This design comes from an exercise in tuning for small area and few clock cycles per item on the open sky130 flow, not from production work. The RTL was checked by simulation tests, not by an equivalence proof against the original design.

==> inputs of run a <==
// concentric_square_to_disk_map
module concentric_square_to_disk_map #(
    parameter int unsigned FRAC_BITS        = 16,
    parameter int unsigned ANGLE_ITERATIONS = 16
) (
    input  logic                             i_clk,
    input  logic                             i_rst_n,
    input  logic                             start,
    output logic                             busy,
    input  logic [15:0]                      i_sample_u,
    input  logic [15:0]                      i_sample_v,
    output logic                             o_valid,
    output logic signed [csd_pkg::OUT_W-1:0] o_disk_x,
    output logic signed [csd_pkg::OUT_W-1:0] o_disk_y
);
==> flow/config.mk <==
export PLATFORM = sky130hd
export DESIGN_NAME = concentric_square_to_disk_map
export DESIGN_NICKNAME = concentric_square_to_disk_map
export VERILOG_FILES = /design/flow/design.v
export SDC_FILE = /design/flow/constraint.sdc
export NUM_CORES = 4
export LEC_CHECK = 0
export CAP_MARGIN = 20
export CORE_MARGIN = 2
export CORE_UTILIZATION = 40
export PLACE_DENSITY = 0.6
export SETUP_SLACK_MARGIN = 0.2
export SLEW_MARGIN = 20
==> flow/constraint.sdc <==
create_clock -name core_clock -period 7.0 [get_ports {i_clk}]
set_input_delay 1.4000 -clock core_clock [delete_from_list [all_inputs] [get_ports {i_clk}]]
set_output_delay 1.4000 -clock core_clock [all_outputs]
set_load 0.01 [all_outputs]
run.sh (not shown) runs the stock make flow with config.mk's settings and CLKGATE_MAP_FILE= SYNTH_SCRIPT=/design/flow/synth_recipe.tcl, a recipe that flattens the netlist after the stock synthesis.
==> inputs of run b, as changes to run a <==
--- a/flow/design.v
+++ b/flow/design.v
@@ -67,24 +67,24 @@
             end
         end
         s[0] = p[0] ^ cin;
         for (int i = 1; i < W; i++) s[i] = p[i] ^ gg[i-1];
     end
 endmodule
 module csd_div_step (
     input  logic [14:0] rem_i,
-    input  logic [15:0] den,
+    input  logic [15:0] den_n,      
     output logic [14:0] rem_o,
     output logic        bit_o
 );
     logic [16:0] diff;
     csd_add #(.W(17)) u_sub (
         .a   ({1'b0, rem_i, 1'b0}),
-        .b   ({1'b1, ~den}),
+        .b   ({1'b1, den_n}),
         .cin (1'b1),
         .s   (diff)
     );
     assign bit_o = ~diff[16];
     assign rem_o = bit_o ? diff[14:0] : {rem_i[13:0], 1'b0};
 endmodule
 `timescale 1ns / 1ps
 module csd_xy_iter #(
@@ -170,63 +170,59 @@
     csd_add #(.W(W2)) u_z2 (
         .a   (z_i[W2-1:0]),
         .b   (k2),
         .cin (1'b0),
         .s   (z_o)
     );
 endmodule
 module csd_gain (
-    input  logic [15:0]              r,
+    input  logic [15:0]              rn,       
     output logic [csd_pkg::XW-1:0]   x0
 );
     localparam int PW = 45;
-    localparam logic [PW-1:0] KNEG = 45'h1f6dfe420250;
-    logic [15:0]   rn;
-    logic [PW-1:0] o [0:12];
-    assign rn = ~r;
-    assign o[0]  = PW'(r)  << 0;
-    assign o[1]  = PW'(r)  << 2;
-    assign o[2]  = PW'(rn) << 4;
-    assign o[3]  = PW'(rn) << 6;
-    assign o[4]  = PW'(rn) << 9;
-    assign o[5]  = PW'(r)  << 13;
-    assign o[6]  = PW'(r)  << 15;
-    assign o[7]  = PW'(rn) << 17;
-    assign o[8]  = PW'(rn) << 20;
-    assign o[9]  = PW'(rn) << 23;
-    assign o[10] = PW'(r)  << 26;
-    assign o[11] = PW'(r)  << 28;
-    assign o[12] = KNEG;
+    localparam logic [PW-1:0] KNEG = 45'h1f6dfe520210;
+    logic [17:0]   t, tn;
+    logic [15:0]   r;
+    logic [PW-1:0] o [0:8];
+    csd_add #(.W(18)) u_t (
+        .a   ({2'b00, r}),
+        .b   ({r, 2'b00}),
+        .cin (1'b0),
+        .s   (t)
+    );
+    assign tn = ~t;
+    assign r  = ~rn;
+    assign o[0] = PW'(t)  << 0;
+    assign o[1] = PW'(tn) << 4;
+    assign o[2] = PW'(rn) << 9;
+    assign o[3] = PW'(t)  << 13;
+    assign o[4] = PW'(rn) << 17;
+    assign o[5] = PW'(rn) << 20;
+    assign o[6] = PW'(rn) << 23;
+    assign o[7] = PW'(t)  << 26;
+    assign o[8] = KNEG;
     function automatic logic [2*PW-1:0] csa(input logic [PW-1:0] a, b, c);
         logic [PW-1:0] s, k;
         s = a ^ b ^ c;
         k = ((a & b) | (a & c) | (b & c)) << 1;
         csa = {k, s};
     endfunction
-    logic [PW-1:0] l1 [0:7];
-    logic [PW-1:0] l2 [0:5];
-    logic [PW-1:0] l3 [0:3];
-    logic [PW-1:0] l4 [0:1];
-    logic [PW-1:0] l5 [0:1];
+    logic [PW-1:0] a1, a2, b1, b2, c1, c2, d1, d2, e1, e2, f1, f2, g1, g2;
     logic [PW-1:0] p;
-    assign {l1[1], l1[0]} = csa(o[0], o[1], o[2]);
-    assign {l1[3], l1[2]} = csa(o[3], o[4], o[5]);
-    assign {l1[5], l1[4]} = csa(o[6], o[7], o[8]);
-    assign {l1[7], l1[6]} = csa(o[9], o[10], o[11]);
-    assign {l2[1], l2[0]} = csa(l1[0], l1[1], l1[2]);
-    assign {l2[3], l2[2]} = csa(l1[3], l1[4], l1[5]);
-    assign {l2[5], l2[4]} = csa(l1[6], l1[7], o[12]);
-    assign {l3[1], l3[0]} = csa(l2[0], l2[1], l2[2]);
-    assign {l3[3], l3[2]} = csa(l2[3], l2[4], l2[5]);
-    assign {l4[1], l4[0]} = csa(l3[0], l3[1], l3[2]);
-    assign {l5[1], l5[0]} = csa(l4[0], l4[1], l3[3]);
+    assign {a2, a1} = csa(o[2], o[4], o[5]);
+    assign {b2, b1} = csa(a1, a2, o[6]);
+    assign {c2, c1} = csa(b1, b2, o[8]);
+    assign {d2, d1} = csa(o[0], o[1], o[3]);
+    assign {e2, e1} = csa(o[7], c1, c2);
+    assign {f2, f1} = csa(d1, d2, e1);
+    assign {g2, g1} = csa(f1, f2, e2);
     csd_add #(.W(PW)) u_cpa (
-        .a   (l5[0]),
-        .b   (l5[1]),
+        .a   (g1),
+        .b   (g2),
         .cin (1'b0),
         .s   (p)
     );
     assign x0 = p[14 +: csd_pkg::XW];
 endmodule
 `timescale 1ns / 1ps
 module concentric_square_to_disk_map #(
     parameter int unsigned FRAC_BITS        = 16,
@@ -241,17 +237,17 @@
     output logic                             o_valid,
     output logic signed [csd_pkg::OUT_W-1:0] o_disk_x,
     output logic signed [csd_pkg::OUT_W-1:0] o_disk_y
 );
     localparam int XW        = csd_pkg::XW;
     localparam int YW        = csd_pkg::YW;
     localparam int DIV_STEPS = 2;                        
     localparam int ND        = (16 + DIV_STEPS - 1) / DIV_STEPS;
-    localparam int NX        = 8;                        
+    localparam int NX        = 7;                        
     assign busy = 1'b0;
     logic        a_neg, a_pos, b_neg, b_pos;
     logic [15:0] mag_a, mag_b, inc_a, inc_b;
     logic        gt, eqm;
     logic        sec_e, sec_n, sec_w;
     logic [1:0]  sec;
     logic        qneg, dom_a;
     assign a_neg = !i_sample_u[15];
@@ -284,33 +280,33 @@
             sec = 2'd1; dom_a = 1'b0; qneg = !a_neg;
         end else if (sec_w) begin
             sec = 2'd2; dom_a = 1'b1; qneg = !b_neg;
         end else begin
             sec = 2'd3; dom_a = 1'b0; qneg = a_neg;
         end
     end
     logic        r_a_vld;
-    logic [15:0] r_a_num, r_a_den;
+    logic [15:0] r_a_num, r_a_den;       
     logic [1:0]  r_a_sec;
     logic        r_a_qneg, r_a_eq;
     always_ff @(posedge i_clk) begin
         if (!i_rst_n) r_a_vld <= 1'b0;
         else          r_a_vld <= start;
     end
     always_ff @(posedge i_clk) begin
         r_a_num  <= dom_a ? mag_b : mag_a;
-        r_a_den  <= dom_a ? mag_a : mag_b;
+        r_a_den  <= dom_a ? ~mag_a : ~mag_b;      
         r_a_sec  <= sec;
         r_a_qneg <= qneg;
         r_a_eq   <= eqm;
     end
     logic        r_d_vld  [0:ND-1];
     logic [14:0] r_d_rem  [0:ND-1];
-    logic [15:0] r_d_den  [0:ND-1];
+    logic [15:0] r_d_den  [0:ND-1];     
     logic [16:0] r_d_quot [0:ND-1];
     logic [1:0]  r_d_sec  [0:ND-1];
     logic        r_d_qneg [0:ND-1];
     logic [XW-1:0] r_x0;
     genvar s, k;
     generate
         for (s = 0; s < ND; s++) begin : g_div
             localparam int NSTEP = (16 - s * DIV_STEPS < DIV_STEPS) ? 16 - s * DIV_STEPS : DIV_STEPS;
@@ -336,17 +332,17 @@
                 assign sec_in  = r_d_sec[s-1];
                 assign qneg_in = r_d_qneg[s-1];
             end
             assign rem_c[0] = rem_in;
             logic [NSTEP-1:0] qb;        
             for (k = 0; k < NSTEP; k++) begin : g_step
                 csd_div_step u_step (
                     .rem_i (rem_c[k]),
-                    .den   (den_in),
+                    .den_n (den_in),
                     .rem_o (rem_c[k+1]),
                     .bit_o (qb[NSTEP-1-k])
                 );
             end
             logic [16:0] quot_out;
             always_comb begin
                 quot_out = quot_in;
                 quot_out[16 - s * DIV_STEPS - NSTEP +: NSTEP] = qb;
@@ -360,17 +356,17 @@
                 r_d_den[s]  <= den_in;
                 r_d_quot[s] <= quot_out;
                 r_d_sec[s]  <= sec_in;
                 r_d_qneg[s] <= qneg_in;
             end
             if (s == ND - 1) begin : g_gain
                 logic [XW-1:0] x0;
                 csd_gain u_gain (
-                    .r  (den_in),
+                    .rn (den_in),
                     .x0 (x0)
                 );
                 always_ff @(posedge i_clk) r_x0 <= x0;
             end
         end
     endgenerate
     logic [16:0] g_q;
     logic        g_qneg, g_dir0, g_dir1, g_dir2, g_dir3;
@@ -438,88 +434,92 @@
     );
     csd_add #(.W(YW)) u_y2 (
         .a   (g_dir0 ? g_h[YW-1:0] : ~g_h[YW-1:0]),
         .b   ('0),
         .cin (g_dir0 ? g_e : !g_e),
         .s   (g_y2)
     );
     logic                 r_x_vld  [1:NX];
-    logic        [XW-1:0] r_x_x    [1:NX];
+    logic        [XW-1:0] r_x_x    [1:NX];     
     logic signed [YW-1:0] r_x_y    [1:NX];
     logic        [1:0]    r_x_quad [1:NX];
-    logic        [1:0]    r_x_dir  [1:NX];     
+    logic                 r_x_dir  [1:NX];     
     logic        [27:0]   r_x_z    [1:NX];     
     generate
         for (s = 1; s <= NX; s++) begin : g_cx
             logic                 vld_in;
             logic        [XW-1:0] x_mid, x_out;
             logic signed [YW-1:0] y_mid, y_out;
             logic        [1:0]    quad_in;
-            logic        [1:0]    dir_out;
+            logic                 dir_a, dir_b, dir_out;
             logic        [27:0]   z_out;
             if (s == 1) begin : g_first
                 assign vld_in  = r_d_vld[ND-1];
                 assign quad_in = g_quad;
-                assign x_out   = g_x2;
-                assign y_out   = $signed(g_y2);
+                assign x_mid   = g_x2;
+                assign y_mid   = $signed(g_y2);
+                assign dir_b   = g_dir2;
+                assign dir_out = g_dir3;
+                assign z_out   = g_z4;
             end else begin : g_next
+                localparam int I = 2 * s;
+                logic [1:0]                  dz;
+                logic [csd_pkg::zw(I)-1:0]   z_in;
+                logic [csd_pkg::zw(I+2)-1:0] z_nx;
                 assign vld_in  = r_x_vld[s-1];
                 assign quad_in = r_x_quad[s-1];
-                csd_xy_iter #(.I(2*s-2)) u_i0 (
-                    .dir (r_x_dir[s-1][0]),
+                assign dir_a   = r_x_dir[s-1];
+                assign z_in    = r_x_z[s-1][csd_pkg::zw(I)-1:0];
+                csd_z_pair #(.I(I)) u_zp (
+                    .z_i (z_in),
+                    .dir (dz),
+                    .z_o (z_nx)
+                );
+                assign dir_b   = dz[0];
+                assign dir_out = dz[1];
+                assign z_out   = 28'(z_nx);
+                csd_xy_iter #(.I(2*s-1)) u_ia (
+                    .dir (dir_a),
                     .x_i (r_x_x[s-1]),
                     .y_i (r_x_y[s-1]),
                     .x_o (x_mid),
                     .y_o (y_mid)
                 );
-                csd_xy_iter #(.I(2*s-1)) u_i1 (
-                    .dir (r_x_dir[s-1][1]),
-                    .x_i (x_mid),
-                    .y_i (y_mid),
-                    .x_o (x_out),
-                    .y_o (y_out)
-                );
-            end
-            if (s == 1) begin : g_ang1
-                assign dir_out = {g_dir3, g_dir2};
-                assign z_out   = g_z4;
-            end else if (s < NX) begin : g_ang
-                localparam int I = 2 * s;
-                logic [csd_pkg::zw(I)-1:0] z_in;
-                assign z_in = r_x_z[s-1][csd_pkg::zw(I)-1:0];
-                logic [csd_pkg::zw(I+2)-1:0] z_nx;
-                csd_z_pair #(.I(I)) u_zp (
-                    .z_i  (z_in),
-                    .dir  (dir_out),
-                    .z_o  (z_nx)
-                );
-                assign z_out = 28'(z_nx);
-            end else begin : g_noang
-                assign dir_out = '0;
-                assign z_out   = '0;
             end
+            csd_xy_iter #(.I(2*s)) u_ib (
+                .dir (dir_b),
+                .x_i (x_mid),
+                .y_i (y_mid),
+                .x_o (x_out),
+                .y_o (y_out)
+            );
             always_ff @(posedge i_clk) begin
                 if (!i_rst_n) r_x_vld[s] <= 1'b0;
                 else          r_x_vld[s] <= vld_in;
             end
             always_ff @(posedge i_clk) begin
-                r_x_x[s]    <= x_out;
+                r_x_x[s]    <= (s < NX) ? {1'b0, x_out[XW-2:0]} : x_out;
                 r_x_y[s]    <= y_out;
                 r_x_quad[s] <= quad_in;
                 r_x_dir[s]  <= dir_out;
                 r_x_z[s]    <= z_out;
             end
         end
     endgenerate
     logic        [XW-1:0] c_x;
     logic signed [YW-1:0] c_y;
     logic        [1:0]    c_quad;
-    assign c_x    = r_x_x[NX];
-    assign c_y    = r_x_y[NX];
+    csd_xy_iter #(.I(15)) u_i15 (
+        .dir (r_x_dir[NX]),
+        .x_i (r_x_x[NX]),
+        .y_i (r_x_y[NX]),
+        .x_o (c_x),
+        .y_o (c_y)
+    );
     assign c_quad = r_x_quad[NX];
     logic [17:0] xs14, ys14;       
     logic        x_lz, y_lz;
     assign xs14 = {1'b0, c_x[30:14]};
     assign ys14 = {c_y[30], c_y[30:14]};
     assign x_lz = (c_x[13:0] == 14'd0);
     assign y_lz = (c_y[13:0] == 14'd0);
     logic [17:0] fx_v, fy_v;
- CORE_UTILIZATION: 40 -> 55
- CTS_BUF_LIST: default -> sky130_fd_sc_hd__clkbuf_4
- PLACE_DENSITY: 0.6 -> 0.7
- SETUP_SLACK_MARGIN: 0.2 -> 0.1
==> summary.txt <==
quantity                                                                 run b                  run a
Status                                                          finished clean         finished clean
Root Buffer                                                           clkbuf_4              clkbuf_16
Largest net degree at the start of global routing                           49                     46
Critical R2R Launch                                      r_d_den[6][2]$_DFF_P_  r_x_dir[6][0]$_DFF_P_
Post-Syn Nets                                                            10900                  11200
Cell type of the slowest stage on the worst timing path                   fa_2                   fa_1
Post-CTS setup buffer count                                                 16                      3
Count of multi-input gates                                                6662                   6740
Multiplexer fraction of the synthesized cell area                        2.45%                  2.90%
Simple-gate area share of the yosys netlist                              7.81%                  7.77%
Via total after detailed routing                                         62900                  62500
Testbench counts of run a, summed over its fixed seeds: cycles 16,144, items 16,000.
Testbench counts of run b, summed over its fixed seeds: cycles 16,136, items 16,000.

---

==> build 44: inputs <==
concentric_square_to_disk_map, a different RTL version from the one above (not shown whole).
export LEC_CHECK = 0
export CAP_MARGIN = 20
export CORE_MARGIN = 2
export CORE_UTILIZATION = 55
export PLACE_DENSITY = 0.7
export SETUP_SLACK_MARGIN = 0.1
export SLEW_MARGIN = 20
create_clock -name core_clock -period 7.0 [get_ports {i_clk}]
==> inputs of trial 73, as changes to build 44 <==
--- a/flow/design.v
+++ b/flow/design.v
@@ -69,20 +69,20 @@
         s[0] = p[0] ^ cin;
         for (int i = 1; i < W; i++) s[i] = p[i] ^ gg[i-1];
     end
 endmodule
 module csd_div_step (
     input  logic [14:0] rem_i,
-    input  logic [15:0] den,
+    input  logic [15:0] den_n,      
     output logic [14:0] rem_o,
     output logic        bit_o
 );
     logic [16:0] diff;
     csd_add #(.W(17)) u_sub (
         .a   ({1'b0, rem_i, 1'b0}),
-        .b   ({1'b1, ~den}),
+        .b   ({1'b1, den_n}),
         .cin (1'b1),
         .s   (diff)
     );
     assign bit_o = ~diff[16];
     assign rem_o = bit_o ? diff[14:0] : {rem_i[13:0], 1'b0};
 endmodule
@@ -172,28 +172,28 @@
         .b   (k2),
         .cin (1'b0),
         .s   (z_o)
     );
 endmodule
 module csd_gain (
-    input  logic [15:0]              r,
+    input  logic [15:0]              rn,       
     output logic [csd_pkg::XW-1:0]   x0
 );
     localparam int PW = 45;
     localparam logic [PW-1:0] KNEG = 45'h1f6dfe520210;
     logic [17:0]   t, tn;
-    logic [15:0]   rn;
+    logic [15:0]   r;
     logic [PW-1:0] o [0:8];
     csd_add #(.W(18)) u_t (
         .a   ({2'b00, r}),
         .b   ({r, 2'b00}),
         .cin (1'b0),
         .s   (t)
     );
     assign tn = ~t;
-    assign rn = ~r;
+    assign r  = ~rn;
     assign o[0] = PW'(t)  << 0;
     assign o[1] = PW'(tn) << 4;
     assign o[2] = PW'(rn) << 9;
     assign o[3] = PW'(t)  << 13;
     assign o[4] = PW'(rn) << 17;
     assign o[5] = PW'(rn) << 20;
@@ -282,29 +282,29 @@
             sec = 2'd2; dom_a = 1'b1; qneg = !b_neg;
         end else begin
             sec = 2'd3; dom_a = 1'b0; qneg = a_neg;
         end
     end
     logic        r_a_vld;
-    logic [15:0] r_a_num, r_a_den;
+    logic [15:0] r_a_num, r_a_den;       
     logic [1:0]  r_a_sec;
     logic        r_a_qneg, r_a_eq;
     always_ff @(posedge i_clk) begin
         if (!i_rst_n) r_a_vld <= 1'b0;
         else          r_a_vld <= start;
     end
     always_ff @(posedge i_clk) begin
         r_a_num  <= dom_a ? mag_b : mag_a;
-        r_a_den  <= dom_a ? mag_a : mag_b;
+        r_a_den  <= dom_a ? ~mag_a : ~mag_b;      
         r_a_sec  <= sec;
         r_a_qneg <= qneg;
         r_a_eq   <= eqm;
     end
     logic        r_d_vld  [0:ND-1];
     logic [14:0] r_d_rem  [0:ND-1];
-    logic [15:0] r_d_den  [0:ND-1];
+    logic [15:0] r_d_den  [0:ND-1];     
     logic [16:0] r_d_quot [0:ND-1];
     logic [1:0]  r_d_sec  [0:ND-1];
     logic        r_d_qneg [0:ND-1];
     logic [XW-1:0] r_x0;
     genvar s, k;
     generate
@@ -334,13 +334,13 @@
             end
             assign rem_c[0] = rem_in;
             logic [NSTEP-1:0] qb;        
             for (k = 0; k < NSTEP; k++) begin : g_step
                 csd_div_step u_step (
                     .rem_i (rem_c[k]),
-                    .den   (den_in),
+                    .den_n (den_in),
                     .rem_o (rem_c[k+1]),
                     .bit_o (qb[NSTEP-1-k])
                 );
             end
             logic [16:0] quot_out;
             always_comb begin
@@ -358,13 +358,13 @@
                 r_d_sec[s]  <= sec_in;
                 r_d_qneg[s] <= qneg_in;
             end
             if (s == ND - 1) begin : g_gain
                 logic [XW-1:0] x0;
                 csd_gain u_gain (
-                    .r  (den_in),
+                    .rn (den_in),
                     .x0 (x0)
                 );
                 always_ff @(posedge i_clk) r_x0 <= x0;
             end
         end
     endgenerate
@@ -436,13 +436,13 @@
         .a   (g_dir0 ? g_h[YW-1:0] : ~g_h[YW-1:0]),
         .b   ('0),
         .cin (g_dir0 ? g_e : !g_e),
         .s   (g_y2)
     );
     logic                 r_x_vld  [1:NX];
-    logic        [XW-1:0] r_x_x    [1:NX];
+    logic        [XW-1:0] r_x_x    [1:NX];     
     logic signed [YW-1:0] r_x_y    [1:NX];
     logic        [1:0]    r_x_quad [1:NX];
     logic                 r_x_dir  [1:NX];     
     logic        [27:0]   r_x_z    [1:NX];     
     generate
         for (s = 1; s <= NX; s++) begin : g_cx
@@ -494,13 +494,13 @@
             );
             always_ff @(posedge i_clk) begin
                 if (!i_rst_n) r_x_vld[s] <= 1'b0;
                 else          r_x_vld[s] <= vld_in;
             end
             always_ff @(posedge i_clk) begin
-                r_x_x[s]    <= x_out;
+                r_x_x[s]    <= (s < NX) ? {1'b0, x_out[XW-2:0]} : x_out;
                 r_x_y[s]    <= y_out;
                 r_x_quad[s] <= quad_in;
                 r_x_dir[s]  <= dir_out;
                 r_x_z[s]    <= z_out;
             end
         end
Settings changed: CORE_UTILIZATION 55 to 65, CTS_CLUSTER_DIAMETER set to 80, CTS_CLUSTER_SIZE set to 30, PLACE_DENSITY 0.7 to 0.8.
==> inputs of trial 63, as changes to build 44 <==
--- a/flow/design.v
+++ b/flow/design.v
@@ -69,20 +69,20 @@
         s[0] = p[0] ^ cin;
         for (int i = 1; i < W; i++) s[i] = p[i] ^ gg[i-1];
     end
 endmodule
 module csd_div_step (
     input  logic [14:0] rem_i,
-    input  logic [15:0] den,
+    input  logic [15:0] den_n,      
     output logic [14:0] rem_o,
     output logic        bit_o
 );
     logic [16:0] diff;
     csd_add #(.W(17)) u_sub (
         .a   ({1'b0, rem_i, 1'b0}),
-        .b   ({1'b1, ~den}),
+        .b   ({1'b1, den_n}),
         .cin (1'b1),
         .s   (diff)
     );
     assign bit_o = ~diff[16];
     assign rem_o = bit_o ? diff[14:0] : {rem_i[13:0], 1'b0};
 endmodule
@@ -172,28 +172,28 @@
         .b   (k2),
         .cin (1'b0),
         .s   (z_o)
     );
 endmodule
 module csd_gain (
-    input  logic [15:0]              r,
+    input  logic [15:0]              rn,       
     output logic [csd_pkg::XW-1:0]   x0
 );
     localparam int PW = 45;
     localparam logic [PW-1:0] KNEG = 45'h1f6dfe520210;
     logic [17:0]   t, tn;
-    logic [15:0]   rn;
+    logic [15:0]   r;
     logic [PW-1:0] o [0:8];
     csd_add #(.W(18)) u_t (
         .a   ({2'b00, r}),
         .b   ({r, 2'b00}),
         .cin (1'b0),
         .s   (t)
     );
     assign tn = ~t;
-    assign rn = ~r;
+    assign r  = ~rn;
     assign o[0] = PW'(t)  << 0;
     assign o[1] = PW'(tn) << 4;
     assign o[2] = PW'(rn) << 9;
     assign o[3] = PW'(t)  << 13;
     assign o[4] = PW'(rn) << 17;
     assign o[5] = PW'(rn) << 20;
@@ -282,29 +282,29 @@
             sec = 2'd2; dom_a = 1'b1; qneg = !b_neg;
         end else begin
             sec = 2'd3; dom_a = 1'b0; qneg = a_neg;
         end
     end
     logic        r_a_vld;
-    logic [15:0] r_a_num, r_a_den;
+    logic [15:0] r_a_num, r_a_den;       
     logic [1:0]  r_a_sec;
     logic        r_a_qneg, r_a_eq;
     always_ff @(posedge i_clk) begin
         if (!i_rst_n) r_a_vld <= 1'b0;
         else          r_a_vld <= start;
     end
     always_ff @(posedge i_clk) begin
         r_a_num  <= dom_a ? mag_b : mag_a;
-        r_a_den  <= dom_a ? mag_a : mag_b;
+        r_a_den  <= dom_a ? ~mag_a : ~mag_b;      
         r_a_sec  <= sec;
         r_a_qneg <= qneg;
         r_a_eq   <= eqm;
     end
     logic        r_d_vld  [0:ND-1];
     logic [14:0] r_d_rem  [0:ND-1];
-    logic [15:0] r_d_den  [0:ND-1];
+    logic [15:0] r_d_den  [0:ND-1];     
     logic [16:0] r_d_quot [0:ND-1];
     logic [1:0]  r_d_sec  [0:ND-1];
     logic        r_d_qneg [0:ND-1];
     logic [XW-1:0] r_x0;
     genvar s, k;
     generate
@@ -334,13 +334,13 @@
             end
             assign rem_c[0] = rem_in;
             logic [NSTEP-1:0] qb;        
             for (k = 0; k < NSTEP; k++) begin : g_step
                 csd_div_step u_step (
                     .rem_i (rem_c[k]),
-                    .den   (den_in),
+                    .den_n (den_in),
                     .rem_o (rem_c[k+1]),
                     .bit_o (qb[NSTEP-1-k])
                 );
             end
             logic [16:0] quot_out;
             always_comb begin
@@ -358,13 +358,13 @@
                 r_d_sec[s]  <= sec_in;
                 r_d_qneg[s] <= qneg_in;
             end
             if (s == ND - 1) begin : g_gain
                 logic [XW-1:0] x0;
                 csd_gain u_gain (
-                    .r  (den_in),
+                    .rn (den_in),
                     .x0 (x0)
                 );
                 always_ff @(posedge i_clk) r_x0 <= x0;
             end
         end
     endgenerate
@@ -436,13 +436,13 @@
         .a   (g_dir0 ? g_h[YW-1:0] : ~g_h[YW-1:0]),
         .b   ('0),
         .cin (g_dir0 ? g_e : !g_e),
         .s   (g_y2)
     );
     logic                 r_x_vld  [1:NX];
-    logic        [XW-1:0] r_x_x    [1:NX];
+    logic        [XW-1:0] r_x_x    [1:NX];     
     logic signed [YW-1:0] r_x_y    [1:NX];
     logic        [1:0]    r_x_quad [1:NX];
     logic                 r_x_dir  [1:NX];     
     logic        [27:0]   r_x_z    [1:NX];     
     generate
         for (s = 1; s <= NX; s++) begin : g_cx
@@ -494,13 +494,13 @@
             );
             always_ff @(posedge i_clk) begin
                 if (!i_rst_n) r_x_vld[s] <= 1'b0;
                 else          r_x_vld[s] <= vld_in;
             end
             always_ff @(posedge i_clk) begin
-                r_x_x[s]    <= x_out;
+                r_x_x[s]    <= (s < NX) ? {1'b0, x_out[XW-2:0]} : x_out;
                 r_x_y[s]    <= y_out;
                 r_x_quad[s] <= quad_in;
                 r_x_dir[s]  <= dir_out;
                 r_x_z[s]    <= z_out;
             end
         end
==> summary.txt <==
Between trial 73 and trial 63, the lower first-iteration DRC count is in trial 63 (gap about 6%, measured against trial 63).
The highest sequential share of layout area belongs to trial 73, the lowest to trial 63.
Between trial 63 and build 44, the lower area after synthesis is in trial 63 (gap 0.70%, measured against build 44).
==> figures <==
item	build 44	trial 63	trial 73
End point of the critical path	r_x_y[6][29]	r_x_x[5][29]	r_x_x[4][29]
Status	no timing/DRC/antenna violations	no timing/DRC/antenna violations	no timing/DRC/antenna violations
Floorplan row count	146	146	134
Arrival time worst endpoint	7.42 ns	7.40 ns	7.47 ns
Number of instances in the synthesized netlist	8,732	8,759	8,759
Wire length of the first global-routing pass	324,000 um	325,000 um	323,000 um
Layout clock area frac	4.12%	4.15%	2.38%
Number of cells on the worst reg-to-reg path	29	29	31
Area growth from synthesis to final layout	10.8%	12.3%	9.18%
Area enclosed by the die boundary	163,000 sq um	162,000 sq um	138,000 sq um
Testbench counts of build 44, summed over its fixed seeds: cycles 16,136, items 16,000.
Testbench counts of trial 73, summed over its fixed seeds: cycles 16,136, items 16,000.
Testbench counts of trial 63, summed over its fixed seeds: cycles 16,136, items 16,000.

afterwards: timing with drivers on the ports:
In the flow no input, the clock included, has a driving cell. The finished layouts below were timed again as built, in two steps.
Step 1: set_driving_cell puts a clkbuf_16 on i_clk and a buf_2 on each other input, an assumption about the parent block.
Step 2 moves the port delays by t, midway between the first and last clock arrival at a register: inputs arrive t later, outputs are due t later. That takes back most of the time a late clock gives input paths.
a / b / c = ideal / step 1 / step 2; a / b = the first two.
| run | shift t [ns] | setup WS [ns] | hold WS [ns] | latest minus earliest clock arrival (ns) | cell pins on the clock port's net |
|---|---|---|---|---|---|
| run a | 0.879 | 0.464 / 0.464 / 0.464 | 0.316 / 0.316 / 0.316 | 0.050 / 0.050 | 1 |
| run b | 1.300 | 0.094 / 0.094 / 0.094 | 0.276 / 0.276 / 0.276 | 0.164 / 0.163 | 1 |
| build 44 | 0.827 | 0.241 / 0.241 / 0.241 | 0.299 / 0.299 / 0.299 | 0.073 / 0.073 | 1 |
| trial 73 | 0.803 | 0.149 / 0.149 / 0.099 | 0.321 / 0.321 / 0.321 | 0.045 / 0.044 | 1 |
| trial 63 | 0.828 | 0.185 / 0.185 / 0.185 | 0.318 / 0.318 / 0.318 | 0.082 / 0.082 | 1 |
After both steps setup and hold are still met in every run listed. The setup slack of trial 73, which loses most, moves by 0.000 ns with the drivers and by -0.050 ns with both steps.
